Source: an optimization exercise on an open RTL-to-GDS flow (aim: small area, a short achievable clock period and few clock cycles). Production flows keep margins and buffers that such runs may drop. In this exercise RTL edits were held to simulation tests only and were not proved equivalent to the original. Power figures rest on the tool's default switching activity, not on a simulated workload.

$ cat flow/config.mk
export PLATFORM = sky130hd
export DESIGN_NAME = hsv_histogram_bhattacharyya
export DESIGN_NICKNAME = hsv_histogram_bhattacharyya
export VERILOG_FILES = /design/flow/design.v
export SDC_FILE = /design/flow/constraint.sdc
export NUM_CORES = 4
export LEC_CHECK = 0
export CAP_MARGIN = 20
export CELL_PAD_IN_SITES_DETAIL_PLACEMENT = 2
export CELL_PAD_IN_SITES_GLOBAL_PLACEMENT = 2
export CORE_MARGIN = 2
export CORE_UTILIZATION = 40
export PLACE_DENSITY = 0.55
export SLEW_MARGIN = 20
$ cat flow/constraint.sdc
create_clock -name core_clock -period 12.0 [get_ports {clk}]
set_input_delay 2.4000 -clock core_clock [delete_from_list [all_inputs] [get_ports {clk}]]
set_output_delay 2.4000 -clock core_clock [all_outputs]
set_load 0.01 [all_outputs]
$ cat flow/design.v
`default_nettype none
package hsvb_pkg;
    localparam int HUE_BINS   = 10;
    localparam int SAT_BINS   = 10;
    localparam int VAL_BINS   = 10;
    localparam int TOTAL_BINS = HUE_BINS * SAT_BINS + VAL_BINS;
    localparam int BIN_W      = $clog2(TOTAL_BINS);
    localparam int CNT_W      = 17;
    localparam int REF_W      = 16;
    localparam int SUM_W      = 24;
    localparam int DIST_W     = 17;
    localparam int PROD_W     = CNT_W + REF_W;
    localparam int ROOT_W     = 16;
    localparam int CFG_IDX_W  = 2;
    localparam logic [CFG_IDX_W-1:0] CFG_SAT_THR = 2'd0;
    localparam logic [CFG_IDX_W-1:0] CFG_VAL_THR = 2'd1;
endpackage
`default_nettype wire
`default_nettype none
import hsvb_pkg::*;
module hsvb_binpick
(
    input  wire logic [8:0] hue,
    input  wire logic [7:0] sat,
    input  wire logic [7:0] bri,
    input  wire logic [7:0] sat_thr,
    input  wire logic [7:0] val_thr,
    output      logic [9:1] hue_t,    
    output      logic [9:1] sat_t,    
    output      logic [9:1] bri_t,    
    output      logic       grey      
);
    always_comb
    begin
        for (int k = 1; k < 10; k++)
        begin
            hue_t[k] = hue >= 9'((360 * k + 9) / 10);
            sat_t[k] = sat >= 8'((255 * k + 9) / 10);
            bri_t[k] = bri >= 8'((255 * k + 9) / 10);
        end
        grey = (sat < sat_thr) || (bri < val_thr);
    end
endmodule
`default_nettype wire
`default_nettype none
import hsvb_pkg::*;
module hsvb_divsqrt
#(
    parameter int RW = ROOT_W
)
(
    input  wire logic [CNT_W-1:0]  den,       
    input  wire logic [CNT_W+1:0]  den3,      
    input  wire logic [CNT_W-1:0]  drem_i,    
    input  wire logic [1:0]        dbit_i,    
    input  wire logic [1:0]        qq_i,      
    input  wire logic [RW:0]       srem_i,    
    input  wire logic [RW-1:0]     root_i,    
    output      logic [CNT_W-1:0]  drem_o,
    output      logic [1:0]        qq_o,
    output      logic [RW:0]       srem_o,
    output      logic [RW-1:0]     root_o
);
    logic [CNT_W+1:0] t;
    logic [CNT_W+2:0] d1, d2, d3;
    logic             g1, g2, g3;
    logic [RW+2:0]    st;
    logic [RW+3:0]    sd;
    logic             sg;
    always_comb
    begin
        t  = {drem_i, dbit_i};
        d1 = {1'b0, t} - {2'b00, den};
        d2 = {1'b0, t} - {1'b0, den, 1'b0};
        d3 = {1'b0, t} - {1'b0, den3};
        g1 = !d1[CNT_W+2];
        g2 = !d2[CNT_W+2];
        g3 = !d3[CNT_W+2];
        if (g3)
            drem_o = CNT_W'(d3);
        else if (g2)
            drem_o = CNT_W'(d2);
        else if (g1)
            drem_o = CNT_W'(d1);
        else
            drem_o = CNT_W'(t);
        qq_o = {g2, g1 && !g2 || g3};
        st = {srem_i, qq_i};
        sd = {1'b0, st} - {2'b00, root_i, 2'b01};
        sg = !sd[RW+3];
        srem_o = sg ? (RW+1)'(sd) : (RW+1)'(st);
        if (RW > 1)
            root_o = {root_i[RW-2:0], sg};
        else
            root_o = sg;
    end
endmodule
`default_nettype wire
`default_nettype none
import hsvb_pkg::*;
module hsv_histogram_bhattacharyya
(
    input  wire logic                 clk,
    input  wire logic                 rst_n,
    input  wire logic                 pix_valid,
    output      logic                 pix_ready,
    input  wire logic                 pix_kind,
    input  wire logic [8:0]           pix_hue,
    input  wire logic [7:0]           pix_saturation,
    input  wire logic [7:0]           pix_brightness,
    input  wire logic [6:0]           pix_ref_index,
    input  wire logic [15:0]          pix_ref_fraction,
    input  wire logic                 pix_last_pixel,
    output      logic                 res_valid,
    input  wire logic                 res_ready,
    output      logic [16:0]          res_distance,
    output      logic                 res_empty_region,
    input  wire logic                 cfg_we,
    input  wire logic [CFG_IDX_W-1:0] cfg_index,
    input  wire logic [7:0]           cfg_wdata
);
    localparam int K  = 4;           
    localparam int NS = 16 / K;      
    localparam int NB = TOTAL_BINS;
    localparam logic [1:0] J_IDLE  = 2'd0;
    localparam logic [1:0] J_READ  = 2'd1;
    localparam logic [1:0] J_DRAIN = 2'd2;
    localparam logic [1:0] J_EMIT  = 2'd3;
    localparam int DG = 16 / K;      
    localparam int NG = 11;          
    localparam int GS = 10;
    logic [7:0] sth_reg, vth_reg;
    logic       busy_reg;
    logic       rdy_reg;
    logic       acc;
    logic       s1_v;
    logic       s1_kind, s1_last, s1_grey;
    logic [9:1] s1_ht, s1_st, s1_vt;
    logic [6:0] s1_idx;
    logic [REF_W-1:0] s1_frac;
    logic [9:1] in_ht, in_st, in_vt;
    logic       in_grey;
    hsvb_binpick u_pick (
        .hue     (pix_hue),
        .sat     (pix_saturation),
        .bri     (pix_brightness),
        .sat_thr (sth_reg),
        .val_thr (vth_reg),
        .hue_t   (in_ht),
        .sat_t   (in_st),
        .bri_t   (in_vt),
        .grey    (in_grey)
    );
    assign rdy_reg   = !busy_reg;
    assign acc       = pix_valid && rdy_reg;
    assign pix_ready = rdy_reg;
    logic [REF_W-1:0] cnt_mem [NB];   
    logic [REF_W-1:0] ref_mem [NB];
    logic [NB-1:0]    nz_reg;         
    logic [CNT_W-1:0] npix_reg;
    logic [NB-1:0] bin2_oh;
    logic          pw2;              
    logic          cl2;              
    logic          same2;
    logic [NB-1:0] sel;
    logic [NB-1:0] ref_we;
    logic [REF_W-1:0] c_rd;
    logic [REF_W-1:0] r_rd;
    logic          s2_pw, s2_fwd, s2_close, s2_grey;
    logic [9:1]    s2_ht, s2_st, s2_vt;
    logic [REF_W-1:0] s2_c;
    logic [REF_W-1:0] inc_last;
    logic [NB-1:0] bin3_oh;
    logic [NB-1:0] cnt_we;
    logic [REF_W-1:0] c_inc;
    logic [1:0]       jst_reg;
    logic [1:0]       jst_next;
    logic             fpend_reg;
    logic             fpend_next;
    logic [CNT_W-1:0] nf_reg;
    logic [CNT_W+1:0] nf3_reg;
    logic [SUM_W-1:0] sum_reg;
    logic             ej_reg;
    logic             go;
    logic             go_empty;
    logic [NB-1:0]    fsel_reg;       
    logic             fsv_reg;
    logic [NB-1:0]    ff;             
    logic             adv;
    logic             f_load;
    logic             nz_none;
    logic [K-1:0]     ph_reg;         
    logic             pl;             
    logic             vf_reg;
    logic             rz_reg;
    logic             vf_eff;
    logic [REF_W-1:0] cf_reg;
    logic [REF_W-1:0] rf_reg;
    logic             vm_reg;
    logic [CNT_W-1:0] cm_reg;
    logic [REF_W-1:0] rm_reg;
    logic [CNT_W-1:0] am_reg;
    logic [REF_W-1:0] lm_reg;
    logic [CNT_W+DG-1:0] mt;
    logic [CNT_W-1:0] am_next;
    logic [REF_W-1:0] lm_next;
    logic             vx_reg;
    logic [PROD_W-1:0] xp_reg;        
    logic [NS-1:0]    vd_reg;
    logic [CNT_W-1:0] drem_reg [NS];
    logic [1:0]       qq_reg   [NS];
    logic [CNT_W-1:0] drem_out [NS];
    logic [1:0]       qq_out   [NS];
    logic             vz_reg;
    logic [ROOT_W-1:0] rootz_reg;    
    logic [ROOT_W:0]   sremz_reg;
    logic [1:0]        qqz_reg;
    logic [CNT_W+1:0] zst, ztr;
    logic             zg;
    logic [ROOT_W-1:0] zr_reg;        
    logic             pipe_busy;
    logic              out_valid_reg;
    logic [DIST_W-1:0] out_dist_reg;
    logic              out_empty_reg;
    logic              emit;
    function automatic logic [NB-1:0] bin_onehot(input logic [9:1] ht, input logic [9:1] st,
                                                 input logic [9:1] vt, input logic grey);
        logic [9:0] h_oh, s_oh, v_oh;
        logic [NB-1:0] oh;
        h_oh[0] = !ht[1];
        s_oh[0] = !st[1];
        v_oh[0] = !vt[1];
        for (int k = 1; k < 9; k++)
        begin
            h_oh[k] = ht[k] && !ht[k + 1];
            s_oh[k] = st[k] && !st[k + 1];
            v_oh[k] = vt[k] && !vt[k + 1];
        end
        h_oh[9] = ht[9];
        s_oh[9] = st[9];
        v_oh[9] = vt[9];
        for (int a = 0; a < 10; a++)
            for (int b = 0; b < 10; b++)
                oh[a * 10 + b] = s_oh[a] && h_oh[b] && !grey;
        for (int b = 0; b < 10; b++)
            oh[100 + b] = v_oh[b] && grey;
        bin_onehot = oh;
    endfunction
    assign bin2_oh = bin_onehot(s1_ht, s1_st, s1_vt, s1_grey);
    assign pw2     = s1_v && !s1_kind && !npix_reg[CNT_W-1];
    assign cl2     = s1_v && s1_last;
    assign same2   = s2_pw && (s1_grey == s2_grey)
                     && (s1_grey ? (s1_vt == s2_vt) : (s1_ht == s2_ht && s1_st == s2_st));
    always_comb
    begin
        logic [REF_W-1:0] gc [NG];
        logic [REF_W-1:0] gr [NG];
        for (int i = 0; i < NB; i++)
        begin
            sel[i]    = (pw2 && bin2_oh[i] && nz_reg[i]) || fsel_reg[i];
            ref_we[i] = s1_v && s1_kind && (s1_idx == 7'(i));
        end
        for (int j = 0; j < NG; j++)
        begin
            gc[j] = '0;
            gr[j] = '0;
            for (int k = 0; k < GS; k++)
            begin
                gc[j] = gc[j] | (cnt_mem[GS * j + k] & {REF_W{sel[GS * j + k]}});
                gr[j] = gr[j] | (ref_mem[GS * j + k] & {REF_W{fsel_reg[GS * j + k]}});
            end
        end
        c_rd = '0;
        r_rd = '0;
        for (int j = 0; j < NG; j++)
        begin
            c_rd = c_rd | gc[j];
            r_rd = r_rd | gr[j];
        end
    end
    assign bin3_oh = bin_onehot(s2_ht, s2_st, s2_vt, s2_grey);
    always_comb
    begin
        logic [REF_W-1:0] inc_a, inc_b;
        inc_a = s2_c + REF_W'(1);
        inc_b = inc_last + REF_W'(1);
        c_inc = (inc_a & {REF_W{!s2_fwd}}) | (inc_b & {REF_W{s2_fwd}});
        for (int i = 0; i < NB; i++)
            cnt_we[i] = s2_pw && bin3_oh[i];
    end
    always_ff @(posedge clk)
    begin
        for (int i = 0; i < NB; i++)
        begin
            if (cnt_we[i])
                cnt_mem[i] <= c_inc;
            if (ref_we[i])
                ref_mem[i] <= s1_frac;
        end
        s2_c     <= c_rd;
        s2_ht    <= s1_ht;
        s2_st    <= s1_st;
        s2_vt    <= s1_vt;
        s2_grey  <= s1_grey;
        s2_fwd   <= same2;
        inc_last <= c_inc;
    end
    always_comb
    begin
        logic [NG-1:0] gany;
        logic [NG-1:0] gfirst;
        logic          gseen;
        logic          seen;
        for (int j = 0; j < NG; j++)
            gany[j] = |nz_reg[GS * j +: GS];
        gseen = 1'b0;
        for (int j = 0; j < NG; j++)
        begin
            gfirst[j] = gany[j] && !gseen;
            gseen     = gseen || gany[j];
        end
        for (int j = 0; j < NG; j++)
        begin
            seen = 1'b0;
            for (int k = 0; k < GS; k++)
            begin
                ff[GS * j + k] = gfirst[j] && nz_reg[GS * j + k] && !seen;
                seen = seen || nz_reg[GS * j + k];
            end
        end
        nz_none = !gseen;
    end
    assign pl     = ph_reg[K-1];
    assign vf_eff = vf_reg && !rz_reg;
    assign f_load = fsv_reg && (!vf_eff || pl);
    assign adv    = (jst_reg == J_READ) && (!fsv_reg || f_load);
    always_ff @(posedge clk or negedge rst_n)
    begin
        if (!rst_n)
        begin
            fsel_reg <= '0;
            fsv_reg  <= 1'b0;
        end
        else if (adv)
        begin
            fsel_reg <= ff;
            fsv_reg  <= !nz_none;
        end
    end
    always_ff @(posedge clk)
        if (f_load)
        begin
            cf_reg <= c_rd;
            rf_reg <= r_rd;
            rz_reg <= (r_rd == '0);
        end
    always_comb
    begin
        mt      = (CNT_W+DG)'(am_reg) + (CNT_W+DG)'(cm_reg) * (CNT_W+DG)'(rm_reg[DG-1:0]);
        am_next = CNT_W'(mt >> DG);
        lm_next = {mt[DG-1:0], lm_reg[REF_W-1:DG]};
    end
    always_ff @(posedge clk)
    begin
        if (pl)
        begin
            cm_reg <= {cf_reg == '0, cf_reg};
            rm_reg <= rf_reg;
            am_reg <= '0;
        end
        else
        begin
            rm_reg <= rm_reg >> DG;
            am_reg <= am_next;
        end
        lm_reg <= lm_next;
        if (pl)
            xp_reg <= {am_next, lm_next};
    end
    generate
        for (genvar g = 0; g < NS; g++)
        begin : g_st
            localparam int RW  = K * (g + 1) - 1;
            localparam int DW  = (16 - 2 * K * g > 0) ? 16 - 2 * K * g : 0;
            localparam int DWR = (DW > 0) ? DW : 2;
            localparam int DWN = (16 - 2 * K * (g + 1) > 0) ? 16 - 2 * K * (g + 1) : 0;
            logic [RW:0]      srem_reg, srem_out;
            logic [RW-1:0]    root_reg, root_out;
            logic [DWR-1:0]   dv_reg, dv_out;
            hsvb_divsqrt #(.RW(RW)) u_slot (
                .den    (nf_reg),
                .den3   (nf3_reg),
                .drem_i (drem_reg[g]),
                .dbit_i ((DW > 0) ? dv_reg[DWR-1:DWR-2] : 2'b00),
                .qq_i   (qq_reg[g]),
                .srem_i (srem_reg),
                .root_i (root_reg),
                .drem_o (drem_out[g]),
                .qq_o   (qq_out[g]),
                .srem_o (srem_out),
                .root_o (root_out)
            );
            assign dv_out = (DW > 0) ? {dv_reg[DWR-3:0], 2'b00} : '0;
            if (g == 0)
            begin : g_first
                always_ff @(posedge clk)
                begin
                    drem_reg[g] <= pl ? xp_reg[PROD_W-1:16] : drem_out[g];
                    qq_reg[g]   <= pl ? 2'b00   : qq_out[g];
                    srem_reg    <= pl ? '0      : srem_out;
                    root_reg    <= pl ? '0      : root_out;
                    dv_reg      <= pl ? xp_reg[15:0] : dv_out;
                end
            end
            else
            begin : g_next
                always_ff @(posedge clk)
                begin
                    drem_reg[g] <= pl ? drem_out[g-1] : drem_out[g];
                    qq_reg[g]   <= pl ? qq_out[g-1]   : qq_out[g];
                    srem_reg    <= pl ? (RW+1)'(g_st[g-1].srem_out) : srem_out;
                    root_reg    <= pl ? RW'(g_st[g-1].root_out)     : root_out;
                end
                if (DW > 0)
                begin : g_dv
                    always_ff @(posedge clk)
                        dv_reg <= pl ? g_st[g-1].dv_out[DWR+2*K-1:2*K] : dv_out;
                end
                else
                begin : g_nodv
                    assign dv_reg = '0;
                end
            end
            if (g == NS - 1)
            begin : g_last
                always_ff @(posedge clk)
                    if (pl)
                    begin
                        rootz_reg <= ROOT_W'(root_out);
                        sremz_reg <= (ROOT_W+1)'(srem_out);
                        qqz_reg   <= qq_out[g];
                    end
            end
        end
    endgenerate
    always_comb
    begin
        zst = {sremz_reg, qqz_reg};
        ztr = {rootz_reg, 2'b01};
        zg  = zst >= ztr;
    end
    always_ff @(posedge clk)
        if (ph_reg[0])
            zr_reg <= {rootz_reg[ROOT_W-2:0], zg};
    assign pipe_busy = vf_eff || vm_reg || vx_reg || (|vd_reg) || vz_reg;
    always_ff @(posedge clk or negedge rst_n)
    begin
        if (!rst_n)
        begin
            ph_reg <= K'(1);
            vf_reg <= 1'b0;
            vm_reg <= 1'b0;
            vx_reg <= 1'b0;
            vd_reg <= '0;
            vz_reg <= 1'b0;
        end
        else
        begin
            ph_reg <= {ph_reg[K-2:0], ph_reg[K-1]};
            if (f_load)
                vf_reg <= 1'b1;
            else if (pl)
                vf_reg <= 1'b0;
            if (pl)
            begin
                vm_reg <= vf_eff;
                vx_reg <= vm_reg;
                vd_reg <= {vd_reg[NS-2:0], vx_reg};
                vz_reg <= vd_reg[NS-1];
            end
        end
    end
    assign go       = (fpend_reg || s2_close) && (jst_reg == J_IDLE);
    assign go_empty = (npix_reg == '0);
    assign emit     = (jst_reg == J_EMIT) && (!out_valid_reg || res_ready);
    assign fpend_next = (fpend_reg || s2_close) && !go;
    always_comb
    begin
        jst_next = jst_reg;
        unique case (jst_reg)
            J_IDLE:
                if (go)
                    jst_next = go_empty ? J_EMIT : J_READ;
            J_READ:
                if (nz_none && (!fsv_reg || f_load))
                    jst_next = J_DRAIN;
            J_DRAIN:
                if (!pipe_busy)
                    jst_next = J_EMIT;
            J_EMIT:
                if (emit)
                    jst_next = J_IDLE;
            default:
                jst_next = J_IDLE;
        endcase
    end
    always_ff @(posedge clk or negedge rst_n)
    begin
        if (!rst_n)
        begin
            jst_reg   <= J_IDLE;
            fpend_reg <= 1'b0;
            npix_reg  <= '0;
            nz_reg    <= '0;
            s2_pw     <= 1'b0;
            s2_close  <= 1'b0;
        end
        else
        begin
            jst_reg   <= jst_next;
            fpend_reg <= fpend_next;
            if (go)
                npix_reg <= '0;
            else if (pw2)
                npix_reg <= npix_reg + CNT_W'(1);
            nz_reg   <= (adv ? (nz_reg & ~ff) : nz_reg) | cnt_we;
            s2_pw    <= pw2;
            s2_close <= cl2;
        end
    end
    always_ff @(posedge clk)
    begin
        if (go)
        begin
            nf_reg  <= npix_reg;
            nf3_reg <= (CNT_W+2)'(npix_reg) + (CNT_W+2)'({npix_reg, 1'b0});
            ej_reg  <= go_empty;
            sum_reg <= '0;
        end
        else if (pl && vz_reg)
            sum_reg <= sum_reg + SUM_W'(zr_reg);
    end
    always_ff @(posedge clk or negedge rst_n)
    begin
        if (!rst_n)
        begin
            busy_reg      <= 1'b0;
            s1_v          <= 1'b0;
            out_valid_reg <= 1'b0;
            sth_reg       <= 8'd26;
            vth_reg       <= 8'd51;
        end
        else
        begin
            s1_v    <= acc;
            busy_reg <= (acc && pix_last_pixel) || cl2 || s2_close || fpend_next
                        || (jst_next == J_READ);
            out_valid_reg <= (out_valid_reg && !res_ready) || emit;
            if (cfg_we)
            begin
                if (cfg_index == CFG_SAT_THR)
                    sth_reg <= cfg_wdata;
                else if (cfg_index == CFG_VAL_THR)
                    vth_reg <= cfg_wdata;
            end
        end
    end
    always_ff @(posedge clk)
    begin
        s1_kind <= pix_kind;
        s1_last <= pix_last_pixel;
        s1_ht   <= in_ht;
        s1_st   <= in_st;
        s1_vt   <= in_vt;
        s1_grey <= in_grey;
        s1_idx  <= pix_ref_index;
        s1_frac <= pix_ref_fraction;
        if (emit)
        begin
            out_empty_reg <= ej_reg;
            out_dist_reg  <= (ej_reg || sum_reg >= SUM_W'(65536)) ? '0
                             : DIST_W'(SUM_W'(65536) - sum_reg);
        end
    end
    assign res_valid        = out_valid_reg;
    assign res_distance     = out_dist_reg;
    assign res_empty_region = out_empty_reg;
endmodule
`default_nettype wire
$ cat flow/flow/run.sh
#!/bin/bash
set -euo pipefail
export SETUP_SLACK_MARGIN=${SETUP_SLACK_MARGIN:-8}
export TNS_END_PERCENT=${TNS_END_PERCENT:-20}
bash standard.sh > flow_make.log 2>&1
$ cat flow/standard.sh
#!/bin/bash
# synth_recipe.tcl (not shown) runs the flow's synth.tcl, then flattens the netlist and writes it again
# the make line also repeats each setting of config.mk as NAME=value (left out here)
make -C /OpenROAD-flow-scripts/flow DESIGN_CONFIG=/design/flow/config.mk WORK_HOME=/design/flow/orfs CLKGATE_MAP_FILE= SYNTH_SCRIPT=/design/flow/synth_recipe.tcl "${@:-finish}"
==> key figures, run 1 <==
Setup path
  – Startpoint types: flip-flop
  – Worst reg2reg path startpoint: s1_kind
  – Critical path fanouts, max: 16
  – Worst Setup EP: cf_reg[8]
  – R2R Setup Slk: between 7000 and 8000 ps
  – CP endpoint kind: flip-flop
  – Worst Setup SP: s1_kind
  – Reg2Reg Capture Point: cf_reg[8]
  – Req. time, crit path: 12,730 ps
  – CP arrival: 5440 ps
  – Reg2Reg Depth: 13
  – WS Path Type: reg -> reg

Clock tree
  – Clk buf depth: 4
  – H-tree depth: 5
  – CTS tree: built
  – Root Buffer: clkbuf_16
  – CTS Buf Count: 468
  – Hold_buf cts: 0
  – Skew-Pair Late Insertion Delay: between 1000 and 1500 ps
  – Clock sinks: roughly 4,300
  – Worst-path clk slew: about 60 ps

STA
  – Slew @ Worst Pin: ~1400 ps
  – Hold Fails Final Rpt: 0
  – Fin crit share: 39.3%
  – Crit path time final: between 4000 and 5000 ps
  – Setup Skew: 164 ps
  – Setup TNS: 0 ps
  – # setup viols final: 0
  – Fmax: 212 MHz
  – RSZ-0062 raised after global routing: true
  – Max-slew headroom: 9.79%
  – Slew Limit Fails: 0

Pwr
  – Switching power of the nets: ~17 mW
  – Internal power: 30.7 mW
  – Clk pwr share: a little under a third
  – Pwr/cell area: 238 nW/µm²
  – Sequential Power Share: about two fifths
  – Switching Share: 36.2%
  – Peak supply drop: 0.163 mV
  – Leak: around 70 nW
  – Gate power share: 31.1%

Synthesis
  – Post-synth ARST share: 6.31%
  – Post-synth EDFFs: between 3,000 and 4,000
  – Yosys reg bits: roughly 4,300
  – Ys flop type: edfxtp_1
  – Cells after synthesis: about 11,000
  – Synth unique cells: a little over 90
  – Post-Syn Area: between 150,000 and 200,000 µm²
  – Synth warn: 20
  – Net Count, Synth: ~12,000
  – Post-synthesis sequential area ratio: between 70% and 80%
  – Avg Cell Area, Syn: roughly 15 µm²

Run status
  – Outcome: complete, no violations

Layout
  – Share of layout cells above drive strength 1: around 18%
  – Area of the multi-input gates: between 40,000 and 50,000 µm²
  – Most frequent cells in the layout: edfxtp_1, a22oi_1, buf_4
  – Util after Layout: a little under half
  – Most common cell after layout, fill and taps aside: edfxtp_1
  – Area grow syn2layout: 17.8%
  – Reg area: between 100,000 and 150,000 µm²
  – Biggest regs: cnt_mem x1760, ref_mem x1760
  – Nets: roughly 12,000
  – Fillers: 39,700

Floorplan
  – Initial Utilization: between 40% and 50%
  – Die Y: ~660 µm
  – Core area: 427,000 µm²
  – DIE WIDTH: between 600 and 700 µm
  – IO Count: between 80 and 90
  – Rows: 240
  – Full die area: ~430,000 µm²

Flow run
  – Max Cap Viol: 0

Place
  – RePlAce Congestion: ~0.94
  – Port Buffers: between 80 and 90
  – Hpwl dp: about 570,000 µm

Route
  – DR DRC count: 0
  – DR iter-0 viols: approximately 20,000
  – WL final: ~900,000 µm
  – Via count: 126,000
  – Routed WL per cell: around 50 µm
  – Post-route ant nets: 0
  – Via/cell ratio: roughly 7
  – Drt pass-1 iters: 7

Worst hold path
  – Hold depth: 0
  – Hold Path Class: reg -> reg
  – Hold path startpoint: lm_reg[9]

GRT
  – GRT Total Usage: approximately 41%
  – First-pass GRT wire length: 1,170,000 µm
  – Antenna violations before repair: 91
  – Global route total overflow: 0
  – Vias in the first global route: ~120k
  – Largest net degree at the start of global routing: ~180
kinds of logic after synthesis:
kind of cell / synth area share [%]
AND/OR/NAND/NOR: 6.04
adder cells (fa/ha/maj): 3.17
XOR/XNOR: 1.53
multiplexers: 0.974
AO/OA/AOI/OAI: 13.3
buffers and inverters: 1.84
flip-flops: 73.2
synthesized netlist by cell type (277+ instances only):
master,n,area [µm²]
edfxtp_1,3706,111000
a22oi_1,781,5860
nor2_1,608,2280
a22o_1,499,4370
a221oi_1,455,3990
dfxtp_1,359,7190
nand2_1,353,1330
ha_1,345,4320
clkbuf_1,334,1250
inv_1,330,1240
nand4_1,301,1880
o21ai_0,277,1390
critical path, cell delays in order (launching register included):
cell and delay [ps]:
dfxtp_4 470, nor3b_4 80, buf_12 180, nand2_8 110
buf_4 140, nor2_1 80, buf_6 210, a31o_2 260
buf_6 190, a22oi_1 180, buf_4 250, nand4_1 780
nor3_4 1070, nand3_4 270
worst min path at each step:
| stage | endpoint | slack [ps] |
|---|---|---|
| final | lm_reg[5] | 280 |
| after global routing | lm_reg[7] | 310 |
| after CTS | lm_reg[5] | 310 |
| after detailed placement | ph_reg[3] | 340 |
| after global placement | lm_reg[6] | 340 |
| after floorplan | lm_reg[10] | 330 |
layout make-up:
cell class / instances / share of cell area, %
Sequential cell: 4339 / 62.1
Multi-Input combinational cell: 5908 / 22.7
Clock buffer: 595 / 6.11
Timing Repair Buffer: 853 / 3.60
Tap cell: 5687 / 3.53
Clock inverter: 276 / 1.21
Inverter: 330 / 0.633
Antenna cell: 72 / 0.0893
Timing Repair inverter: 1 / 0.00372
layer usage:
| metal | up-vias | wire (µm) | GRT usage [%] |
|---|---|---|---|
| met5 | - | 467 | 0.166 |
| met4 | 34 | 74800 | 27.9 |
| met1 | 67100 | 323000 | 50.3 |
| li1 | 46300 | - | - |
| met2 | 9864 | 395000 | 61.2 |
| met3 | 2766 | 110000 | 12.6 |
timing repair:
| item | 4_1_cts | 5_1_grt |
|---|---|---|
| endpoints found under the setup margin | 181 | 212 |
| resized for setup | 239 | 179 |
| cloned | 2 | 2 |
| buffers inserted | 61 | 65 |
| pin swaps | 86 | 47 |
through the flow:
step | setup slack (ps) | power [mW] | std cells | hold WS (ps) | instance area [µm²]
final | 7290 | 48.1 | 18100 | 279 | 202000
after CTS | 7330 | 47.2 | 17900 | 311 | 200000
after global placement | 5790 | 32.1 | 17000 | 338 | 183000
after floorplan | 6890 | 26.1 | 11100 | 327 | 171000
after global routing | 7370 | 49.4 | 18000 | 314 | 202000
after detailed placement | 5830 | 32.5 | 17000 | 343 | 183000
power groups by stage:
stage	Sequential (mW)	Clock (mW)	Combinational [mW]
final	18.7	14.4	15.0
after global routing	18.8	15.0	15.6
after CTS	18.7	14.5	14.0
after detailed placement	19.0	0	13.5
after global placement	19.0	0	13.1
after floorplan	18.9	0	7.26
Testbench counts, summed over its fixed seeds: cycles 34,028.
==> inputs of run 2 (changes only) <==
--- a/flow/design.v
+++ b/flow/design.v
@@ -129,6 +129,9 @@
     localparam int DG = 16 / K;      
     localparam int NG = 11;          
     localparam int GS = 10;
+    localparam int LO_W = 13;        
+    localparam int HI_W = 4;         
+    localparam int NT   = 8;         
     logic [7:0] sth_reg, vth_reg;
     logic       busy_reg;
     logic       rdy_reg;
@@ -154,7 +157,7 @@
     assign rdy_reg   = !busy_reg;
     assign acc       = pix_valid && rdy_reg;
     assign pix_ready = rdy_reg;
-    logic [REF_W-1:0] cnt_mem [NB];   
+    logic [LO_W-1:0]  cnt_mem [NB];   
     logic [REF_W-1:0] ref_mem [NB];
     logic [NB-1:0]    nz_reg;         
     logic [CNT_W-1:0] npix_reg;
@@ -164,15 +167,28 @@
     logic          same2;
     logic [NB-1:0] sel;
     logic [NB-1:0] ref_we;
-    logic [REF_W-1:0] c_rd;
+    logic [LO_W-1:0]  c_rd;
     logic [REF_W-1:0] r_rd;
     logic          s2_pw, s2_fwd, s2_close, s2_grey;
     logic [9:1]    s2_ht, s2_st, s2_vt;
-    logic [REF_W-1:0] s2_c;
-    logic [REF_W-1:0] inc_last;
+    logic [LO_W-1:0]  s2_c;
+    logic [LO_W-1:0]  inc_last;
+    logic             c_cy;           
+    logic [7:0]       tag3;           
+    logic             s3_cy;
+    logic [7:0]       s3_tag;
     logic [NB-1:0] bin3_oh;
     logic [NB-1:0] cnt_we;
-    logic [REF_W-1:0] c_inc;
+    logic [LO_W-1:0]  c_inc;
+    logic [NT-1:0]    ov_v;
+    logic [7:0]       ov_tag [NT];
+    logic [HI_W-1:0]  ov_hi  [NT];
+    logic [$clog2(NT)-1:0] ov_ptr;
+    logic [NT-1:0]    ov_hit;
+    logic             ov_clr;
+    logic [7:0]       ftag_reg;       
+    logic [7:0]       ftag;
+    logic [HI_W-1:0]  f_hi;
     logic [1:0]       jst_reg;
     logic [1:0]       jst_next;
     logic             fpend_reg;
@@ -194,7 +210,7 @@
     logic             vf_reg;
     logic             rz_reg;
     logic             vf_eff;
-    logic [REF_W-1:0] cf_reg;
+    logic [CNT_W-1:0] cf_reg;
     logic [REF_W-1:0] rf_reg;
     logic             vm_reg;
     logic [CNT_W-1:0] cm_reg;
@@ -253,7 +269,7 @@
                      && (s1_grey ? (s1_vt == s2_vt) : (s1_ht == s2_ht && s1_st == s2_st));
     always_comb
     begin
-        logic [REF_W-1:0] gc [NG];
+        logic [LO_W-1:0]  gc [NG];
         logic [REF_W-1:0] gr [NG];
         for (int i = 0; i < NB; i++)
         begin
@@ -266,7 +282,7 @@
             gr[j] = '0;
             for (int k = 0; k < GS; k++)
             begin
-                gc[j] = gc[j] | (cnt_mem[GS * j + k] & {REF_W{sel[GS * j + k]}});
+                gc[j] = gc[j] | (cnt_mem[GS * j + k] & {LO_W{sel[GS * j + k]}});
                 gr[j] = gr[j] | (ref_mem[GS * j + k] & {REF_W{fsel_reg[GS * j + k]}});
             end
         end
@@ -281,10 +297,22 @@
     assign bin3_oh = bin_onehot(s2_ht, s2_st, s2_vt, s2_grey);
     always_comb
     begin
-        logic [REF_W-1:0] inc_a, inc_b;
-        inc_a = s2_c + REF_W'(1);
-        inc_b = inc_last + REF_W'(1);
-        c_inc = (inc_a & {REF_W{!s2_fwd}}) | (inc_b & {REF_W{s2_fwd}});
+        logic [LO_W-1:0] inc_a, inc_b;
+        logic [3:0]      hi3, si3, vi3;
+        inc_a = s2_c + LO_W'(1);
+        inc_b = inc_last + LO_W'(1);
+        c_inc = (inc_a & {LO_W{!s2_fwd}}) | (inc_b & {LO_W{s2_fwd}});
+        c_cy  = s2_fwd ? (&inc_last) : (&s2_c);
+        hi3 = '0;
+        si3 = '0;
+        vi3 = '0;
+        for (int k = 1; k < 10; k++)
+        begin
+            hi3 = hi3 + 4'(s2_ht[k]);
+            si3 = si3 + 4'(s2_st[k]);
+            vi3 = vi3 + 4'(s2_vt[k]);
+        end
+        tag3 = s2_grey ? {4'd10, vi3} : {si3, hi3};
         for (int i = 0; i < NB; i++)
             cnt_we[i] = s2_pw && bin3_oh[i];
     end
@@ -329,6 +357,11 @@
             end
         end
         nz_none = !gseen;
+        ftag = '0;
+        for (int j = 0; j < NG; j++)
+            for (int k = 0; k < GS; k++)
+                if (ff[GS * j + k])
+                    ftag = ftag | {4'(j), 4'(k)};
     end
     assign pl     = ph_reg[K-1];
     assign vf_eff = vf_reg && !rz_reg;
@@ -339,22 +372,68 @@
         if (!rst_n)
         begin
             fsel_reg <= '0;
+            ftag_reg <= '0;
             fsv_reg  <= 1'b0;
         end
         else if (adv)
         begin
             fsel_reg <= ff;
+            ftag_reg <= ftag;
             fsv_reg  <= !nz_none;
         end
     end
     always_ff @(posedge clk)
         if (f_load)
         begin
-            cf_reg <= c_rd;
+            cf_reg <= {f_hi, c_rd};
             rf_reg <= r_rd;
             rz_reg <= (r_rd == '0);
         end
     always_comb
+        for (int e = 0; e < NT; e++)
+            ov_hit[e] = ov_v[e] && (ov_tag[e] == s3_tag);
+    assign ov_clr = (jst_reg == J_READ) && (jst_next == J_DRAIN);
+    always_ff @(posedge clk or negedge rst_n)
+    begin
+        if (!rst_n)
+        begin
+            ov_v   <= '0;
+            ov_ptr <= '0;
+            s3_cy  <= 1'b0;
+        end
+        else
+        begin
+            s3_cy <= s2_pw && c_cy;
+            if (ov_clr)
+            begin
+                ov_v   <= '0;
+                ov_ptr <= '0;
+            end
+            else if (s3_cy && !(|ov_hit))
+            begin
+                ov_v[ov_ptr] <= 1'b1;
+                ov_ptr       <= ov_ptr + 1'b1;
+            end
+        end
+    end
+    always_ff @(posedge clk)
+    begin
+        s3_tag <= tag3;
+        for (int e = 0; e < NT; e++)
+            if (s3_cy && (ov_hit[e] || (!(|ov_hit) && ov_ptr == ($clog2(NT))'(e))))
+            begin
+                ov_tag[e] <= s3_tag;
+                ov_hi[e]  <= ov_hit[e] ? ov_hi[e] + 1'b1 : HI_W'(1);
+            end
+    end
+    always_comb
+    begin
+        f_hi = '0;
+        for (int e = 0; e < NT; e++)
+            if (ov_v[e] && ov_tag[e] == ftag_reg)
+                f_hi = f_hi | ov_hi[e];
+    end
+    always_comb
     begin
         mt      = (CNT_W+DG)'(am_reg) + (CNT_W+DG)'(cm_reg) * (CNT_W+DG)'(rm_reg[DG-1:0]);
         am_next = CNT_W'(mt >> DG);
@@ -364,7 +443,7 @@
     begin
         if (pl)
         begin
-            cm_reg <= {cf_reg == '0, cf_reg};
+            cm_reg <= cf_reg;
             rm_reg <= rf_reg;
             am_reg <= '0;
         end
==> run 2 against run 1 <==
Clock power is essentially flat; design area shrank 2.7%; clock skew shrank 24 ps; sequential share of layout area shrank 1.6 points; count of clock-buffer cells in the layout grew 29; combinational power grew 11%; synthesized cell count grew 3.2%; die area shrank 2.0%; core utilization shrank 0.23 points; wire length grew 0.15%; total power grew 1.4%; largest power group unchanged; highest routed layer unchanged.
==> key figures, run 2 <==
Run status
  – Outcome: complete, no violations

Route
  – Via count: 128,000 (+1.9%)
  – Via/cell ratio: 7.13 (+2.1%)
  – DR iter-0 viols: 23,800 (+16%)
  – DR DRC count: 0 (unchanged)
  – Routed WL per cell: 50.2 µm (+0.39%)
  – Post-route ant nets: 0 (unchanged)
  – WL final: 904,000 µm (+0.15%)
  – Drt pass-1 iters: 5 (-2)

Place
  – Place WS: 6430 ps (+596 ps)
  – Hpwl dp: 567,000 µm (+0.27%)
  – Post-DP Area: 179,000 µm² (-2.3%)
  – Placed Cells: 17,000 (+0.077%)
  – Port Buffers: 82 (unchanged)
  – RePlAce Congestion: 0.953 (+1.9%)

Floorplan
  – Core area: 417,000 µm² (-2.2%)
  – IO Count: 85 (unchanged)
  – Die Y: 652 µm (-0.99%)
  – Rows: 237 (-1.3%)
  – Full die area: 425,000 µm² (-2.0%)
  – DIE WIDTH: 652 µm (-0.99%)
  – Initial Utilization: 40.2% (+0.10 points)

STA
  – Max-slew headroom: 9.96% (+0.18 points)
  – Fmax: 223 MHz (+4.9%)
  – Crit path time final: 4490 ps (-222 ps)
  – Fin crit share: 37.4% (-1.8 points)
  – Hold Fails Final Rpt: 0 (unchanged)
  – Slew Limit Fails: 0 (unchanged)
  – Slew @ Worst Pin: 1350 ps (-4.38 ps)
  – Worst hold slack: 353 ps (+73.5 ps)
  – Fin worst setup slack: 7510 ps (+222 ps)
  – # setup viols final: 0 (unchanged)
  – Setup TNS: 0 ps (unchanged)
  – Setup Skew: 141 ps (-23.8 ps)
  – RSZ-0062 raised after global routing: true

GRT
  – Largest net degree at the start of global routing: 131 (-28%)
  – Global route total overflow: 0 (unchanged)
  – Vias in the first global route: 124,000 (+0.38%)
  – Antenna violations before repair: 136 (+49%)
  – GRT Total Usage: 41.6% (+0.92 points)
  – First-pass GRT wire length: 1,180,000 µm (+0.46%)

Setup path
  – Startpoint types: flip-flop
  – Critical path fanouts, max: 17 (+1)
  – CP endpoint kind: flip-flop
  – Critical Path Max Stage Delay: 1000 ps (-70 ps)
  – WS Path Type: reg -> reg
  – Req. time, crit path: 12,900 ps (+170 ps)
  – CP arrival: 5390 ps (-50 ps)
  – Cell family with most CP delay: simple AND/OR/NAND/NOR gates
  – Bufs and invs on worst path: 1 (-4)
  – Slowest-stage cell, CP: nand4_1
  – Critical Path, Cell by Cell: buf_4 > a22o_1 > a221oi_1 > nand4_1 > nor3_2 > nand3_1 > nor4_1 > and4_1

Synthesis
  – Synth warn: 24 (+20%)
  – Most frequent cell after synthesis: edfxtp_1
  – Post-synth ARST share: 7.12% (+0.81 points)
  – Post-Syn Area: 168,000 µm² (-2.0%)
  – Cells after synthesis: 11,400 (+3.2%)
  – Post-synth top cells: edfxtp_1, a22oi_1, nor2_1, nand2_1, clkbuf_1
  – Post-synth EDFFs: 3,473 (-6.3%)
  – Area leader, netlist: edfxtp_1
  – Avg Cell Area, Syn: 14.7 µm² (-5.0%)
  – Net Count, Synth: 11,900 (+3.4%)
  – Ys flop type: edfxtp_1
  – Synth unique cells: 103 (+12%)
  – Ranking of synthesized cells by area: edfxtp_1, dfxtp_1, dfrtp_1
  – Synth top area share: 62.1% (-2.9 points)
  – Yosys reg bits: 4,128 (-4.9%)
  – Post-synthesis sequential area ratio: 70.8% (-2.4 points)

Clock tree
  – CTS tree: built
  – Root Buffer: clkbuf_16
  – H-tree depth: 5 (unchanged)
  – Worst-path clk slew: 60 ps (about the same)
  – CTS Buf Count: 453 (-3.2%)
  – Hold_buf cts: 0 (unchanged)
  – Clock sinks: 4,128 (-4.9%)
  – Skew-Pair Late Insertion Delay: 1120 ps (about the same)
  – Clk buf depth: 4 (unchanged)

Pwr
  – Leak: 67.8 nW (-2.9%)
  – Peak supply drop: 0.336 mV (+110%)
  – Pwr/cell area: 249 nW/µm² (+4.2%)
  – Final Total Pwr: 48.8 mW (+1.4%)

Layout
  – Area grow syn2layout: 17.0%
  – Util after Layout: 47.1% (-0.23 points)
  – Nets: 12,500 (+1.3%)
  – Most frequent cells in the layout: edfxtp_1, a22oi_1, buf_4
  – Biggest register: ref_mem
  – Fillers: 39,400 (-0.81%)
  – Most common cell after layout, fill and taps aside: edfxtp_1
  – Non-filler cells, final: 18,000 (-0.24%)
  – Share of layout cells above drive strength 1: 16.1% (-1.5 points)
  – Finished Cell Area: 196,000 µm² (-2.7%)
  – Number of flip-flops in the largest register: 1,760
  – Biggest regs: ref_mem x1760, cnt_mem x1430

Worst hold path
  – Hold Path Class: reg -> reg

Flow run
  – Max Cap Viol: 0 (unchanged)
## run 2: cell count changes after synthesis, moves of 67 or more
cell and change:
clkbuf_1 +151, nand2_1 +174, xor2_1 +69, a22o_1 -67, edfxtp_1 -233, nand3_1 +85, o21ai_0 +104
## run 2: power by group
group | switching (mW) | internal, mW
Sequential | 0.885 | 17.2
Combinational | 11.6 | 5.02
Clock | 6.25 | 7.86
## run 2: worst reg2reg max path: cells and delay by family, from the launching register on
| family | cells | cell delay (ps) |
|---|---|---|
| buffers and inverters | 1 | 390 |
| DFF | 1 | 480 |
| AOI/OAI and AO/OA | 2 | 770 |
| and+or+nand+nor | 5 | 2630 |
## run 2: cell type report
type	count	area [µm²]	share of cell area, %
diodes	106	265	0.135
repair buffers	702	6060	3.08
clock inverters	223	1990	1.01
multi-input cells	6439	48600	24.8
clock buffers	624	12400	6.33
flip-flops and latches	4128	119000	60.6
inverters	299	1160	0.592
well taps	5497	6880	3.50
## run 2: final timing paths
path                              startpoint      endpoint  slack (ps)  depth (start not counted)
worst max-delay path            fsel_reg[61]        rz_reg        7510                          8
worst min-delay path              lm_reg[10]     lm_reg[6]         350                          0
worst max register to register  fsel_reg[61]        rz_reg        7510                          8
worst min register to register    lm_reg[10]     lm_reg[6]         350                          0
max in group asynchronous              rst_n     ph_reg[3]        8860                          2
min in group asynchronous              rst_n  fsel_reg[94]        1420                          1
## run 2: layer usage
metal	wire (µm)	GRT usage (%)	part of all wire [%]
met1	329000	53.6	36
met2	378000	59.4	42
met3	132000	15.9	15
met4	64700	24.6	7.2
met5	668	0.272	0.074
## run 2: cells by family (layout without fill, tap and decap cells)
group,after synthesis,after routing,synth area share (%)
DFF,4128,4128,70.8
AOI/OAI and AO/OA,2955,2955,13.2
and+or+nand+nor,2440,2442,7.17
buffers and inverters,850,1848,1.93
adders and majority gates,442,442,3.61
xor gates and xnor gates,427,427,2.23
muxes,173,173,1.09
other,0,106,0
## run 2: timing repair
action                     CTS  global route
cloned                       2             1
resized for setup          292            41
setup endpoints to repair  321           272
pin swaps                   75            20
setup buffers               52            11
Testbench counts of run 2, summed over its fixed seeds: cycles 34,028.
==> inputs of run 3 (changes only) <==
--- a/flow/design.v
+++ b/flow/design.v
@@ -139,6 +139,7 @@
     logic       s1_v;
     logic       s1_kind, s1_last, s1_grey;
     logic [9:1] s1_ht, s1_st, s1_vt;
+    logic [NB-1:0] s1_oh;           
     logic [6:0] s1_idx;
     logic [REF_W-1:0] s1_frac;
     logic [9:1] in_ht, in_st, in_vt;
@@ -262,7 +263,7 @@
             oh[100 + b] = v_oh[b] && grey;
         bin_onehot = oh;
     endfunction
-    assign bin2_oh = bin_onehot(s1_ht, s1_st, s1_vt, s1_grey);
+    assign bin2_oh = s1_oh;
     assign pw2     = s1_v && !s1_kind && !npix_reg[CNT_W-1];
     assign cl2     = s1_v && s1_last;
     assign same2   = s2_pw && (s1_grey == s2_grey)
@@ -652,6 +653,7 @@
         s1_st   <= in_st;
         s1_vt   <= in_vt;
         s1_grey <= in_grey;
+        s1_oh   <= bin_onehot(in_ht, in_st, in_vt, in_grey);
         s1_idx  <= pix_ref_index;
         s1_frac <= pix_ref_fraction;
         if (emit)
==> run 3 against run 2 <==
Still clean on timing, DRC and antenna; clock skew rose by 2.7 ps; core utilization rose by 0.30 points; wire length rose by 1.9%; worst setup slack improved by 140 ps; largest cell class unchanged.
==> key figures, run 3 <==
Run status
  – Outcome: complete, no violations

Layout
  – Finished Cell Area: 201,000 µm² (+2.3%)
  – Most frequent cells in the layout: edfxtp_1, a22oi_1, buf_4
  – Non-filler cells, final: 18,500 (+2.5%)
  – Share of layout cells above drive strength 1: 16.8% (+0.70 points)
  – Util after Layout: 47.4% (+0.30 points)
  – Biggest register: ref_mem
  – Nets: 12,800 (+2.4%)
  – Most common cell after layout, fill and taps aside: edfxtp_1
  – Biggest regs: ref_mem x1760, cnt_mem x1430
  – Number of flip-flops in the largest register: 1,760 (unchanged)
  – Area grow syn2layout: 17.8%

Place
  – Port Buffers: 82 (unchanged)
  – RePlAce Congestion: 0.960 (+0.76%)
  – Post-DP Area: 182,000 µm² (+1.7%)
  – Hpwl dp: 591,000 µm (+4.2%)
  – Placed Cells: 17,400 (+2.3%)

Pwr
  – Clk pwr share: 29.1% (+0.2 points)
  – Leak: 69.8 nW (+3.0%)
  – Final Total Pwr: 49.8 mW (+2.0%)
  – Switching power of the nets: 19.0 mW (+1.3%)
  – Peak supply drop: 0.178 mV (-47%)
  – Gate power share: 34.1% (about the same)
  – Pwr/cell area: 248 nW/µm² (-0.25%)
  – Internal power: 30.8 mW (+2.5%)
  – Switching Share: 38.1% (-0.26 points)
  – Sequential Power Share: 36.9% (-0.2 points)

Route
  – DR DRC count: 0 (unchanged)
  – Via/cell ratio: 7.03 (-1.4%)
  – Via count: 130,000 (+1.0%)
  – WL final: 921,000 µm (+1.9%)
  – Routed WL per cell: 49.9 µm (-0.59%)
  – DR iter-0 viols: 23,100 (-3.0%)
  – Post-route ant nets: 0 (unchanged)
  – Drt pass-1 iters: 6 (+1)

Setup path
  – Req. time, crit path: 12,640 ps (-260 ps)
  – Reg2Reg Depth: 7 (-1)
  – Slowest-stage cell, CP: nor2_2
  – Worst Setup SP: s1_v
  – Startpoint types: flip-flop
  – Critical Path, Cell by Cell: buf_12 > buf_4 > nand2_1 > nor3_1 > nand2_1 > nor2_2 > buf_4
  – Critical Path Max Stage Delay: 990 ps (about the same)
  – CP endpoint kind: flip-flop
  – R2R Setup Slk: 7650 ps (+140 ps)
  – Reg2Reg Capture Point: ref_mem[26][13]
  – Critical path fanouts, max: 11 (-6)
  – WS Path Type: reg -> reg
  – Worst reg2reg path startpoint: s1_v
  – CP arrival: 4990 ps (-400 ps)

Synthesis
  – Synth unique cells: 96 (-6.8%)
  – Most frequent cell after synthesis: edfxtp_1
  – Net Count, Synth: 12,100 (+1.8%)
  – Yosys reg bits: 4,238 (+2.7%)
  – Post-Syn Area: 170,000 µm² (+1.5%)
  – Synth top area share: 61.2% (-0.94 points)
  – Post-synth ARST share: 6.94% (-0.18 points)
  – Avg Cell Area, Syn: 14.7 µm² (-0.29%)
  – Synth warn: 24 (unchanged)
  – Post-synth top cells: edfxtp_1, a22oi_1, nor2_1, nand2_1, clkbuf_1
  – Cells after synthesis: 11,600 (+1.8%)
  – Ranking of synthesized cells by area: edfxtp_1, dfxtp_1, dfrtp_1
  – Ys flop type: edfxtp_1
  – Post-synth EDFFs: 3,473 (unchanged)
  – Area leader, netlist: edfxtp_1
  – Post-synthesis sequential area ratio: 71.0% (+0.22 points)

Clock tree
  – Skew-Pair Late Insertion Delay: 1090 ps (-30 ps)
  – Root Buffer: clkbuf_16
  – CTS tree: built
  – Clock sinks: 4,238 (+2.7%)
  – CTS Buf Count: 455 (+0.44%)
  – Hold_buf cts: 0 (unchanged)
  – H-tree depth: 5 (unchanged)
  – Worst-path clk slew: 60 ps (about the same)
  – Clk buf depth: 4 (unchanged)

Worst hold path
  – Hold depth: 0 (unchanged)
  – Hold path startpoint: lm_reg[11]
  – Min-Delay Endpoint: lm_reg[7]
  – Hold Path Class: reg -> reg

GRT
  – GRT Total Usage: 41.5% (-0.086 points)
  – Vias in the first global route: 126,000 (+1.8%)
  – Global route total overflow: 0 (unchanged)
  – First-pass GRT wire length: 1,200,000 µm (+1.5%)
  – Largest net degree at the start of global routing: 176 (+34%)
  – Antenna violations before repair: 127 (-6.6%)

STA
  – Slew @ Worst Pin: 1370 ps (+22.8 ps)
  – # setup viols final: 0 (unchanged)
  – Crit path time final: 4350 ps (-143 ps)
  – Fin crit share: 36.2% (-1.2 points)
  – Setup TNS: 0 ps (unchanged)
  – Hold Fails Final Rpt: 0 (unchanged)
  – Max-slew headroom: 8.56% (-1.4 points)
  – Fmax: 230 MHz (+3.3%)
  – Setup Skew: 143 ps (+2.68 ps)
  – RSZ-0062 raised after global routing: true
  – Slew Limit Fails: 0 (unchanged)

Flow run
  – Max Cap Viol: 0 (unchanged)

Floorplan
  – IO Count: 85 (unchanged)
  – Full die area: 431,000 µm² (+1.5%)
  – DIE WIDTH: 657 µm (+0.76%)
  – Die Y: 657 µm (+0.76%)
  – Core area: 424,000 µm² (+1.6%)
  – Rows: 239 (+0.84%)
  – Initial Utilization: 40.2% (about the same)
-- run 3: repair_timing --
item                       in CTS  in global routing
cloned                          7                  4
pin swaps                      61                 50
setup endpoints to repair     427                471
gates resized for setup       318                121
setup buffers                  70                 54
-- run 3: layout make-up --
cell class                 instances  area [µm²]
tap                             5663        7090
sequential                      4238      121000
antenna                           82         205
clock buffer                     597       12400
timing repair buffer             793        7060
multi-input combinational       6535       49300
fill                           40000      223000
clock inverter                   259        2490
inverter                         298        1160
-- run 3: cell families after synthesis --
family,after synthesis,synth area share [%]
compound gates,2936,12.8
xor+xnor,426,2.19
fa+ha+maj,442,3.56
buf+inv,853,1.89
flops,4238,71.0
mux,188,1.16
simple gates,2541,7.35
-- run 3: routing by layer --
metal  up-vias  track usage (%)  share of wire, %
met1     68400             52.9                36
met5         -            0.565              0.14
li1      47400                -                 -
met4        76             24.0               6.9
met3      2803             16.4                15
met2     11200             59.8                42
-- run 3: power by group through the flow --
stage          combinational, mW  sequential [mW]  clock (mW)
2_1_floorplan               8.29             18.3           0
3_3_place_gp                14.8             18.6           0
3_5_place_dp                15.3             18.7           0
4_1_cts                     15.9             18.4        14.5
5_1_grt                     17.6             18.4        15.0
6_report                    17.0             18.4        14.5
-- run 3: how the worst max path moves through the flow --
stage	slack [ps]	to
floorplan	7250	cnt_mem[0][5]
global placement	6080	s1_oh[77]
detailed placement	6150	s1_oh[68]
CTS	7700	rz_reg
global route	7710	xp_reg[31]
finish	7650	ref_mem[26][13]
-- run 3: worst max-delay path, delay by kind of cell (launching register included) --
kind | cells | cell delay (ps)
buf+inv | 3 | 1000
simple gates | 4 | 2630
flops | 1 | 370
-- run 3: stage by stage --
step	setup WS, ps	hold WS [ps]
2_1_floorplan	7250	327
3_3_place_gp	6080	334
3_5_place_dp	6150	337
4_1_cts	7700	303
5_1_grt	7710	322
6_report	7650	322
Testbench counts of run 3, summed over its fixed seeds: cycles 34,028.
==> inputs of run 4 (changes only) <==
==> flow/flow/run.sh (replaced) <==
#!/bin/bash
set -euo pipefail
export SETUP_SLACK_MARGIN=${SETUP_SLACK_MARGIN:-8}
export TNS_END_PERCENT=${TNS_END_PERCENT:-100}
bash standard.sh > flow_make.log 2>&1
==> run 4 against run 3 <==
Synthesized cell count stayed put; register-to-register slack improved by 70 ps; largest power group unchanged; die area unchanged; non-clock buffer count is 22 higher; design area rose by 0.26%; fmax rose by 1.6%; core utilization up 0.13 points; still clean on timing, DRC and antenna.
==> key figures, run 4 <==
Setup path
  – Critical path fanouts, max: 10 (-1)
  – Worst Setup SP: s1_v
  – Worst reg2reg path startpoint: s1_v
  – WS Path Type: reg -> reg
  – Startpoint types: flip-flop
  – Req. time, crit path: 12,670 ps (+30 ps)
  – CP arrival: 4940 ps (-50 ps)
  – CP endpoint kind: flip-flop

Layout
  – Nets: 12,900 (+0.17%)
  – Util after Layout: 47.5% (+0.13 points)
  – Biggest register: ref_mem
  – Number of flip-flops in the largest register: 1,760 (unchanged)
  – Share of layout cells above drive strength 1: 17.3% (+0.56 points)
  – Most frequent cells in the layout: edfxtp_1, a22oi_1, buf_4
  – Area grow syn2layout: 18.1%
  – Biggest regs: ref_mem x1760, cnt_mem x1430
  – Most common cell after layout, fill and taps aside: edfxtp_1
  – Non-filler cells, final: 18,500 (+0.092%)

Route
  – Via/cell ratio: 7.03 (about the same)
  – DR iter-0 viols: 23,900 (+3.7%)
  – Drt pass-1 iters: 7 (+1)
  – WL final: 923,000 µm (+0.16%)
  – DR DRC count: 0 (unchanged)
  – Via count: 130,000 (+0.092%)
  – Routed WL per cell: 49.9 µm (about the same)
  – Post-route ant nets: 0 (unchanged)

Clock tree
  – Hold_buf cts: 0 (unchanged)
  – Root Buffer: clkbuf_16
  – Skew-Pair Late Insertion Delay: 1080 ps (about the same)
  – Clock sinks: 4,238 (unchanged)
  – Clk buf depth: 4 (unchanged)
  – CTS tree: built
  – CTS Buf Count: 456 (+0.22%)
  – Worst-path clk slew: 60 ps (about the same)
  – H-tree depth: 5 (unchanged)

GRT
  – Vias in the first global route: 127,000 (+0.090%)
  – GRT Total Usage: 41.4% (-0.12 points)
  – Largest net degree at the start of global routing: 112 (-36%)
  – Antenna violations before repair: 124 (-2.4%)
  – Global route total overflow: 0 (unchanged)
  – First-pass GRT wire length: 1,190,000 µm (-0.21%)

Synthesis
  – Post-synth EDFFs: 3,473 (unchanged)
  – Post-synthesis sequential area ratio: 71.0% (unchanged)
  – Post-synth top cells: edfxtp_1, a22oi_1, nor2_1, nand2_1, clkbuf_1
  – Ranking of synthesized cells by area: edfxtp_1, dfxtp_1, dfrtp_1
  – Ys flop type: edfxtp_1
  – Net Count, Synth: 12,100 (unchanged)
  – Yosys reg bits: 4,238 (unchanged)
  – Cells after synthesis: 11,600 (unchanged)
  – Post-synth ARST share: 6.94% (unchanged)
  – Synth top area share: 61.2% (unchanged)
  – Avg Cell Area, Syn: 14.7 µm² (unchanged)
  – Area leader, netlist: edfxtp_1
  – Synth warn: 24 (unchanged)
  – Synth unique cells: 96 (unchanged)
  – Post-Syn Area: 170,000 µm² (unchanged)
  – Most frequent cell after synthesis: edfxtp_1

Flow run
  – Max Cap Viol: 0 (unchanged)

STA
  – Fin crit share: 35.7% (-0.58 points)
  – Max-slew headroom: 6.22% (-2.3 points)
  – RSZ-0062 raised after global routing: true
  – Worst hold slack: 335 ps (+12.3 ps)
  – Setup Skew: 146 ps (+2.31 ps)
  – Hold Fails Final Rpt: 0 (unchanged)
  – Slew Limit Fails: 0 (unchanged)
  – Setup TNS: 0 ps (unchanged)
  – Crit path time final: 4280 ps (-69.9 ps)
  – Slew @ Worst Pin: 1410 ps (+35.0 ps)
  – # setup viols final: 0 (unchanged)
  – Fmax: 234 MHz (+1.6%)

Floorplan
  – Die Y: 657 µm (unchanged)
  – Initial Utilization: 40.2% (unchanged)
  – IO Count: 85 (unchanged)
  – Core area: 424,000 µm² (unchanged)
  – Rows: 239 (unchanged)
  – Full die area: 431,000 µm² (unchanged)
  – DIE WIDTH: 657 µm (unchanged)

Place
  – Hpwl dp: 587,000 µm (-0.53%)
  – Port Buffers: 82 (unchanged)
  – RePlAce Congestion: 0.954 (-0.61%)
  – Placed Cells: 17,400 (+0.035%)

Run status
  – Outcome: complete, no violations

Pwr
  – Peak supply drop: 0.166 mV (-6.8%)
  – Leak: 70.0 nW (+0.26%)
  – Pwr/cell area: 249 nW/µm² (+0.46%)

Worst hold path
  – Hold Path Class: reg -> reg
  – Hold path startpoint: s1_vt[8]
-- run 4: critical path, cell delays in order (launching register included) --
cell and delay, ps:
dfrtp_1 380, buf_12 150, buf_4 210, nand2_1 120, nor3_1 680, nand2_1 560, nor2_2 1200, buf_4 600
-- run 4: cell type report --
cell class / count / area [µm²]
antenna: 85 / 213
timing repair inverter: 1 / 5.00
timing repair buffer: 815 / 7290
sequential: 4238 / 121000
inverter: 298 / 1170
clock buffer: 606 / 12500
multi-input combinational: 6533 / 49700
tap: 5663 / 7090
clock inverter: 243 / 2340
fill: 40100 / 223000
-- run 4: kinds of logic (layout without fill, tap and decap cells) --
| logic type | after synthesis | in the layout | share of synthesized area, % |
|---|---|---|---|
| AOI/OAI and AO/OA | 2936 | 2936 | 12.8 |
| buffers and inverters | 853 | 1963 | 1.89 |
| muxes | 188 | 188 | 1.16 |
| adders and majority gates | 442 | 442 | 3.56 |
| other | 0 | 85 | 0 |
| DFF | 4238 | 4238 | 71.0 |
| and+or+nand+nor | 2541 | 2541 | 7.35 |
| xor gates and xnor gates | 426 | 426 | 2.19 |
-- run 4: per-layer routing --
| layer | up-vias | track usage (%) | part of all wire, % |
|---|---|---|---|
| met5 | - | 0 | 0.044 |
| met2 | 11200 | 60.6 | 42 |
| met3 | 2694 | 15.9 | 15 |
| met4 | 44 | 22.2 | 6.6 |
| li1 | 47400 | - | - |
| met1 | 68600 | 53.0 | 36 |
-- run 4: worst paths after layout --
path / to / slack, ps / cells after the start
min in group asynchronous: fsel_reg[30] / 1400 / 1
max reg2reg: ref_mem[26][9] / 7720 / 7
max in group asynchronous: ph_reg[3] / 8200 / 3
min reg2reg: s2_vt[8] / 330 / 0
min: s2_vt[8] / 330 / 0
max: ref_mem[26][9] / 7720 / 7
-- run 4: where the power goes --
part / internal [mW] / switching (mW) / total [mW]
logic: 5.27 / 12.1 / 17.3
registers: 17.6 / 0.852 / 18.4
clock network: 8.07 / 6.37 / 14.4
-- run 4: what timing repair did --
action,in CTS,in global routing
pin swaps,62,86
endpoints found under the setup margin,345,206
buffers inserted,62,80
resized for setup,367,255
cloned,6,5
-- run 4: metrics by stage --
stage | total power, mW | setup slack, ps | instance area, µm²
2_1_floorplan | 26.6 | 7460 | 171000
3_3_place_gp | 33.5 | 6130 | 182000
3_5_place_dp | 34.1 | 6200 | 182000
4_1_cts | 49.0 | 7830 | 199000
5_1_grt | 51.3 | 7590 | 201000
6_report | 50.2 | 7720 | 201000
==> inputs of run 5 (changes only) <==
--- a/flow/config.mk
+++ b/flow/config.mk
@@ -10,5 +10,7 @@
 export CELL_PAD_IN_SITES_GLOBAL_PLACEMENT = 2
 export CORE_MARGIN = 2
 export CORE_UTILIZATION = 40
+export CTS_CLUSTER_DIAMETER = 80
+export CTS_CLUSTER_SIZE = 24
 export PLACE_DENSITY = 0.55
 export SLEW_MARGIN = 20
==> run 5 against run 4 <==
First-iteration DRC count down 5.1%; register-to-register slack improved by 30 ps; hold slack better by 17 ps; clock power down 35%; total power shrank 10%; sequential share of layout area rose by 2.5 points; clock skew grew 3.6 ps; still clean; critical path type unchanged; flip-flop and latch count unchanged; core utilization shrank 1.9 points; design area shrank 3.9%.
==> key figures, run 5 <==
Run status
  – Outcome: complete, no violations

STA
  – Fmax: 235 MHz (+0.61%)
  – Slew Limit Fails: 0 (unchanged)
  – RSZ-0062 raised after global routing: true
  – Setup TNS: 0 ps (unchanged)
  – Fin worst setup slack: 7750 ps (+26.1 ps)
  – Slew @ Worst Pin: 1400 ps (-6.52 ps)
  – Fin crit share: 35.4% (-0.22 points)
  – Crit path time final: 4250 ps (-26.1 ps)
  – Max-slew headroom: 6.66% (+0.43 points)
  – Hold Fails Final Rpt: 0 (unchanged)
  – Setup Skew: 149 ps (+3.62 ps)
  – # setup viols final: 0 (unchanged)

Synthesis
  – Synth unique cells: 96 (unchanged)
  – Post-synth top cells: edfxtp_1, a22oi_1, nor2_1, nand2_1, clkbuf_1
  – Post-synthesis sequential area ratio: 71.0% (unchanged)
  – Post-synth ARST share: 6.94% (unchanged)
  – Area leader, netlist: edfxtp_1
  – Ys flop type: edfxtp_1
  – Ranking of synthesized cells by area: edfxtp_1, dfxtp_1, dfrtp_1
  – Net Count, Synth: 12,100 (unchanged)
  – Synth warn: 24 (unchanged)
  – Post-Syn Area: 170,000 µm² (unchanged)
  – Cells after synthesis: 11,600 (unchanged)
  – Synth top area share: 61.2% (unchanged)
  – Post-synth EDFFs: 3,473 (unchanged)
  – Yosys reg bits: 4,238 (unchanged)
  – Avg Cell Area, Syn: 14.7 µm² (unchanged)
  – Most frequent cell after synthesis: edfxtp_1

Floorplan
  – IO Count: 85 (unchanged)
  – DIE WIDTH: 657 µm (unchanged)
  – Core area: 424,000 µm² (unchanged)
  – Initial Utilization: 40.2% (unchanged)
  – Full die area: 431,000 µm² (unchanged)
  – Die Y: 657 µm (unchanged)
  – Rows: 239 (unchanged)

Setup path
  – Startpoint types: flip-flop
  – Critical Path Max Stage Delay: 410 ps (-790 ps)
  – WS Path Type: reg -> reg
  – Critical path fanouts, max: 13 (+3)
  – Bufs and invs on worst path: 6 (+3)
  – CP arrival: 4840 ps (-100 ps)
  – Critical Path, Cell by Cell: buf_12 > nor3b_4 > clkbuf_16 > buf_16 > buf_4 > clkbuf_16 > a31o_2 > buf_4 > a22o_1 > a221oi_1 > nand4_1 > nor4_1 > nand3_1
  – Req. time, crit path: 12,590 ps (-80 ps)
  – Slowest-stage cell, CP: dfrtp_1
  – Cell family with most CP delay: buffers and inverters
  – CP endpoint kind: flip-flop

Layout
  – Share of layout cells above drive strength 1: 15.2% (-2.1 points)
  – Most common cell after layout, fill and taps aside: edfxtp_1
  – Number of flip-flops in the largest register: 1,760 (unchanged)
  – Area grow syn2layout: 13.5%
  – Fillers: 40,500 (+0.97%)
  – Most frequent cells in the layout: edfxtp_1, a22oi_1, buf_4
  – Biggest regs: ref_mem x1760, cnt_mem x1430
  – Biggest register: ref_mem
  – Finished Cell Area: 193,000 µm² (-3.9%)
  – Nets: 12,600 (-2.0%)

Clock tree
  – Clk buf depth: 4 (unchanged)
  – Worst-path clk slew: 90 ps (+30 ps)
  – Root Buffer: clkbuf_16
  – Clock sinks: 4,238 (unchanged)
  – CTS Buf Count: 228 (-50%)
  – Skew-Pair Late Insertion Delay: 1090 ps (about the same)
  – CTS tree: built
  – H-tree depth: 4 (-1)

Route
  – DR iter-0 viols: 22,700 (-5.1%)
  – Via/cell ratio: 7.07 (+0.54%)
  – DR DRC count: 0 (unchanged)
  – Post-route ant nets: 0 (unchanged)
  – WL final: 904,000 µm (-2.0%)
  – Drt pass-1 iters: 7 (unchanged)
  – Routed WL per cell: 50.2 µm (+0.55%)
  – Via count: 127,000 (-2.0%)

Place
  – Port Buffers: 82 (unchanged)
  – Post-DP Area: 182,000 µm² (unchanged)
  – Place WS: 6200 ps (unchanged)
  – Hpwl dp: 587,000 µm (unchanged)
  – RePlAce Congestion: 0.954 (unchanged)

GRT
  – Largest net degree at the start of global routing: 112 (unchanged)
  – Global route total overflow: 0 (unchanged)
  – First-pass GRT wire length: 1,170,000 µm (-2.1%)
  – Antenna violations before repair: 127 (+2.4%)
  – Vias in the first global route: 124,000 (-2.3%)
  – GRT Total Usage: 40.6% (-0.78 points)

Pwr
  – Sequential Power Share: 40.9% (+4.2 points)
  – Switching Share: 40.3% (+1.9 points)
  – Leak: 66.1 nW (-5.5%)
  – Clk pwr share: 20.9% (-7.9 points)
  – Gate power share: 38.2% (+3.7 points)
  – Final Total Pwr: 44.9 mW (-10%)
  – Pwr/cell area: 232 nW/µm² (-6.7%)
  – Internal power: 26.8 mW (-13%)
  – Switching power of the nets: 18.1 mW (-5.9%)
  – Peak supply drop: 0.163 mV (-1.8%)

Worst hold path
  – Hold Path Class: reg -> reg

Flow run
  – Max Cap Viol: 0 (unchanged)
[run 5: cell counts after synthesis]
Identical to the previous run, type by type.
[run 5: routing by layer]
layer / vias to the layer above / part of all wire, % / wire, µm / GRT usage [%]
met5: - / 0.095 / 863 / 0
li1: 46700 / - / - / -
met1: 67600 / 36 / 329000 / 52.3
met4: 71 / 6.4 / 57600 / 21.8
met3: 2448 / 15 / 133000 / 15.3
met2: 10400 / 42 / 384000 / 59.3
[run 5: layout make-up]
type                    count  area [µm²]  area share [%]
diodes                     84         210           0.109
well taps                5663        7090            3.66
inverters                 298        1160           0.600
flip-flops and latches   4238      121000            62.6
clock inverters            86        1150           0.592
clock buffers             312        6260            3.24
multi-input cells        6534       49500            25.6
repair buffers            791        6880            3.56
repair inverters            1        5.00         0.00259
[run 5: worst reg2reg max path, stage by stage, from the launching register on]
cell       delay [ps]
dfrtp_1           410
buf_12            160
nor3b_4           230
clkbuf_16         230
buf_16            210
buf_4             190
clkbuf_16         180
a31o_2            280
buf_4             260
a22o_1            380
a221oi_1          370
nand4_1           330
nor4_1            310
nand3_1           350
[run 5: power groups by stage]
stage,clock network (mW),registers (mW),logic [mW]
2_1_floorplan,0,18.3,8.31
3_3_place_gp,0,18.6,14.8
3_5_place_dp,0,18.7,15.4
4_1_cts,9.41,18.4,16.1
5_1_grt,9.78,18.4,17.9
6_report,9.40,18.4,17.2
[run 5: per-stage QoR]
step,hold slack [ps],util [%],cells
2_1_floorplan,327,-,11600
3_3_place_gp,335,42.9,17400
3_5_place_dp,339,43.0,17400
4_1_cts,357,45.1,17800
5_1_grt,357,45.6,17900
6_report,352,45.6,18000
[run 5: final timing paths]
| check | start | to | slack, ps | cells past startpoint |
|---|---|---|---|---|
| setup / recovery | s1_v | cf_reg[8] | 7750 | 13 |
| hold / removal | ph_reg[2] | ph_reg[3] | 350 | 0 |
| setup reg to reg | s1_v | cf_reg[8] | 7750 | 13 |
| hold reg to reg | ph_reg[2] | ph_reg[3] | 350 | 0 |
| max in group asynchronous | rst_n | ph_reg[3] | 8450 | 3 |
| min in group asynchronous | rst_n | fsel_reg[2] | 1460 | 1 |
[run 5: timing repair]
| item | CTS | global route |
|---|---|---|
| gates cloned | 5 | 6 |
| gates resized for setup | 354 | 213 |
| hold buffers | 0 | 0 |
| setup endpoints to repair | 342 | 189 |
| setup buffers | 55 | 64 |
| pin swaps | 59 | 86 |
[run 5: cell families (layout without fill, tap and decap cells)]
| kind of cell | Yosys count | in the layout | synth area share [%] |
|---|---|---|---|
| mux | 188 | 188 | 1.16 |
| other cells | 0 | 84 | 0 |
| simple gates | 2541 | 2542 | 7.35 |
| compound gates | 2936 | 2936 | 12.8 |
| buf+inv | 853 | 1488 | 1.89 |
| xor+xnor | 426 | 426 | 2.19 |
| flops | 4238 | 4238 | 71.0 |
| fa+ha+maj | 442 | 442 | 3.56 |

[static timing again, ports no longer ideal]
The flow's constraints put no driver on any port. The routed layouts listed below were extracted and timed again, unchanged, in two steps. Step 1 assumes that a clkbuf_16 drives the clock port and a buf_2 every other input. Step 2 times the ports against the registers' clock, not the clock port: input delays grow and output delays shrink by t, the midpoint of the rising clock arrivals with the driver on. Slacks: ideal / step 1 / step 2; pairs: ideal / step 1.
| run | t (ns) | slack for setup (ns) |
|---|---|---|
| run 1 | 1.159 | 7.288 / 7.288 / 7.288 |
| run 2 | 1.157 | 7.509 / 7.509 / 7.160 |
| run 3 | 1.142 | 7.652 / 7.652 / 6.823 |
| run 4 | 1.137 | 7.722 / 7.722 / 7.063 |
| run 5 | 1.131 | 7.748 / 7.748 / 7.028 |
After both steps every run listed still meets setup and hold.
